What follows belongs to an exercise in optimizing a design on an open flow for small area, a short achievable clock period and few clock cycles per item; a production flow would make more cautious choices. The RTL was checked by simulation tests, not by an equivalence proof against the original design.

Design hmm_viterbi_decoder, start of the top module:
module hmm_viterbi_decoder #(
  parameter int DATA_PREC       = 16,
  parameter int HIDDEN_STATES   = 4,
  parameter int OBSERVED_STATES = 4,
  parameter int OBSERVED_LEN    = 16,
  localparam int SW = (HIDDEN_STATES > 1) ? $clog2(HIDDEN_STATES) : 1,
  localparam int OW = (OBSERVED_STATES > 1) ? $clog2(OBSERVED_STATES) : 1
) (
  input  logic                 clk,
  input  logic                 rst,
  input  logic [HIDDEN_STATES*HIDDEN_STATES*DATA_PREC-1:0]   trans,
  input  logic [HIDDEN_STATES*OBSERVED_STATES*DATA_PREC-1:0] emm,
  input  logic [HIDDEN_STATES*DATA_PREC-1:0]                 stationary_distribution,
  input  logic                 in_valid,
  output logic                 in_ready,
  input  logic [OW-1:0]        in_obs,
  output logic                 out_valid,
  input  logic                 out_ready,
  output logic [SW-1:0]        out_state,
  output logic                 out_last,
  output logic [DATA_PREC-1:0] out_prob
);
export LEC_CHECK = 0
export ABC_CLOCK_PERIOD_IN_PS = 5500
export CAP_MARGIN = 20
export CORE_MARGIN = 2
export CORE_UTILIZATION = 40
export SLEW_MARGIN = 20
export SYNTH_HIERARCHICAL = 1
create_clock -name core_clock -period 24.0 [get_ports {clk}]
standard.sh (not shown) runs the stock make flow with config.mk's settings and CLKGATE_MAP_FILE= SYNTH_SCRIPT=/design/flow/synth_recipe.tcl, a recipe that flattens the netlist after the stock synthesis.
==> flow/flow/run.sh <==
#!/bin/bash
# Layout flow: the standard ORFS flow (standard.sh), with
#  - port buffers of the smallest plain buffer instead of the default delay buffer,
#  - repair_timing asked for extra setup slack so that the layout is sized for speed
#    (the clock and constraints are the design's; only the repair target changes).
set -euo pipefail
source flow/params.sh
bash standard.sh \
  "BUFFER_PORTS_ARGS=-buffer_cell sky130_fd_sc_hd__buf_1" \
  "SETUP_SLACK_MARGIN=${MARGIN}" \
  finish > flow_make.log 2>&1
==> flow/flow/params.sh <==
MARGIN=18.0
Testbench counts at the start, summed over its fixed seeds: cycles 28,672, sequences 256.
Then changed:
--- a/flow/design.v
+++ b/flow/design.v
@@ -38,15 +38,15 @@
   wire last_f = (t_q == 4'd15);
   wire accept = in_valid & in_ready_q;
   wire out_hs = out_valid_q & out_ready;
   logic [DP-1:0] a_q, b_q, d_q, x1_q, x2_q;
   logic [2:0][DP-1:0] tr_q, p_q;
   logic [3:0][DP-1:0] m_q;
   logic [3:0][1:0]    bpc_q;
-  logic [1:0]    st_q;
+  logic [1:0]    st_q, os_q;    
   logic [14:1][3:0][1:0] bp_q;
   logic [DP-1:0] em_y;
   logic [2:0][DP-1:0] tr_y;
   mul16hi u_em (.a(a_q), .b(b_q), .y(em_y));
   mul16hi u_m0 (.a(d_q), .b(tr_q[0]), .y(tr_y[0]));
   mul16hi u_m1 (.a(x1_q), .b(tr_q[1]), .y(tr_y[1]));
   mul16hi u_m2 (.a(x2_q), .b(tr_q[2]), .y(tr_y[2]));
@@ -129,34 +129,29 @@
     end else if (out_hs) begin
       if (t_q == 4'd15) st_n = bpc_q[st_q];
       else if (t_q != 4'd0) st_n = bp_q[t_q][st_q];
     end
   end
   always_ff @(posedge clk) begin
     a_q <= a_n;
+    st_q <= st_n;
     b_q <= b_byp ? b_in : emm[({jn, obs_q})*DP +: DP];
     if (run && ph_q <= 3'd3) d_q <= em_y;
     x1_q <= (ph_q <= 3'd1) ? em_y : d_q;
-    if (run) begin
-      case (ph_q)
-        3'd0: x2_q <= em_y;
-        3'd1, 3'd2, 3'd3: x2_q <= d_q;
-        default: ;
-      endcase
-    end
+    x2_q <= (ph_q == 3'd0) ? em_y : (ph_q == 3'd4) ? x1_q : d_q;
     tr_q <= tr_n;
     p_q  <= tr_y;
     for (int k = 0; k < 4; k++) begin
       m_q[k]   <= (k != 0 && state_q == S_WAIT && t_q == 4'd0) ? stationary_distribution[k*DP +: DP] : fold_res[k];
       if (k != 0 || !amax) bpc_q[k] <= fold_bp[k];
     end
     if (bpw_q)
       bp_q[t_q] <= bpc_q;
   end
-  assign out_state = st_q;
+  assign out_state = os_q;
   assign out_prob  = m_q[0];
   assign out_valid = out_valid_q;
   assign out_last  = out_last_q;
   assign in_ready  = in_ready_q;
   state_t     state_d;
   logic [2:0] ph_d;
   logic [3:0] t_d;
@@ -262,29 +257,29 @@
       state_q     <= S_WAIT;
       ph_q        <= 3'd0;
       t_q         <= 4'd0;
       full_q      <= 1'b0;
       cont_q      <= 1'b0;
       abort_q     <= 1'b0;
       in_ready_q  <= 1'b0;
-      st_q        <= 2'd0;
+      os_q        <= 2'd0;
       out_valid_q <= 1'b0;
       out_last_q  <= 1'b0;
     end else begin
       fen_q       <= fen_d;
       ffirst_q    <= ffirst_d;
       {s0d_q, s1p0_q, s2p1_q, s3p0_q} <= {s0d_d, s1p0_d, s2p1_d, s3p0_d};
       bpw_q       <= bpw_d;
       state_q     <= state_d;
       ph_q        <= ph_d;
       t_q         <= t_d;
       full_q      <= full_d;
       cont_q      <= cont_d;
       abort_q     <= abort_d;
-      st_q        <= st_n;
+      os_q        <= st_n;
       in_ready_q  <= (state_q == S_OUT) ? (out_ready & (t_q == 4'd0)) : (ir_base & ~accept);
       out_valid_q <= (state_d == S_OUT);
       out_last_q  <= (state_d == S_OUT) && (t_d == 4'd0);
     end
   end
   always_ff @(posedge clk) begin
     if (accept) obs_q <= in_obs;
What happened: Global-route usage went down by 0.73 points; hold slack is better by 0.055 ns; cell area stays flat; wire length drops by 2.8%; non-clock buffer count goes down by 7; sequential share of layout area goes down by 0.18 points; worst setup slack got worse by 0.0046 ns; core utilization came out higher by 0.13 points; die area is about the same; synthesized cell count rises by about 1.3%.
Testbench counts after the change, summed over its fixed seeds: cycles 28,672, sequences 256.

==> afterwards: timing with drivers on the ports <==
How much do the figures lean on ideal ports? The routed layouts below were timed once more, with nothing changed but the port constraints.
Step 1: set_driving_cell puts a clkbuf_16 on clk and a buf_2 on each other input, an assumption about the parent block.
Step 2, shift: input delay + t, output delay - t, t = (earliest + latest rising clock arrival at the registers) / 2. This alone moves slack from input paths to output paths.
Slacks: ideal / step 1 / step 2; pairs: ideal / step 1.
run | shift t [ns] | setup WS [ns] | worst hold slack (ns) | clock arrival spread, ns
the first run | 0.683 | 17.952 / 17.886 / 17.412 | 0.504 / 0.504 / 0.504 | 0.053 / 0.052
the second run | 0.707 | 17.947 / 17.882 / 17.369 | 0.559 / 0.559 / 0.559 | 0.107 / 0.107
After both steps setup and hold are still met in every run listed. For the second run, which loses most, drivers alone change the setup slack by -0.065 ns; drivers and shift together by -0.578 ns.
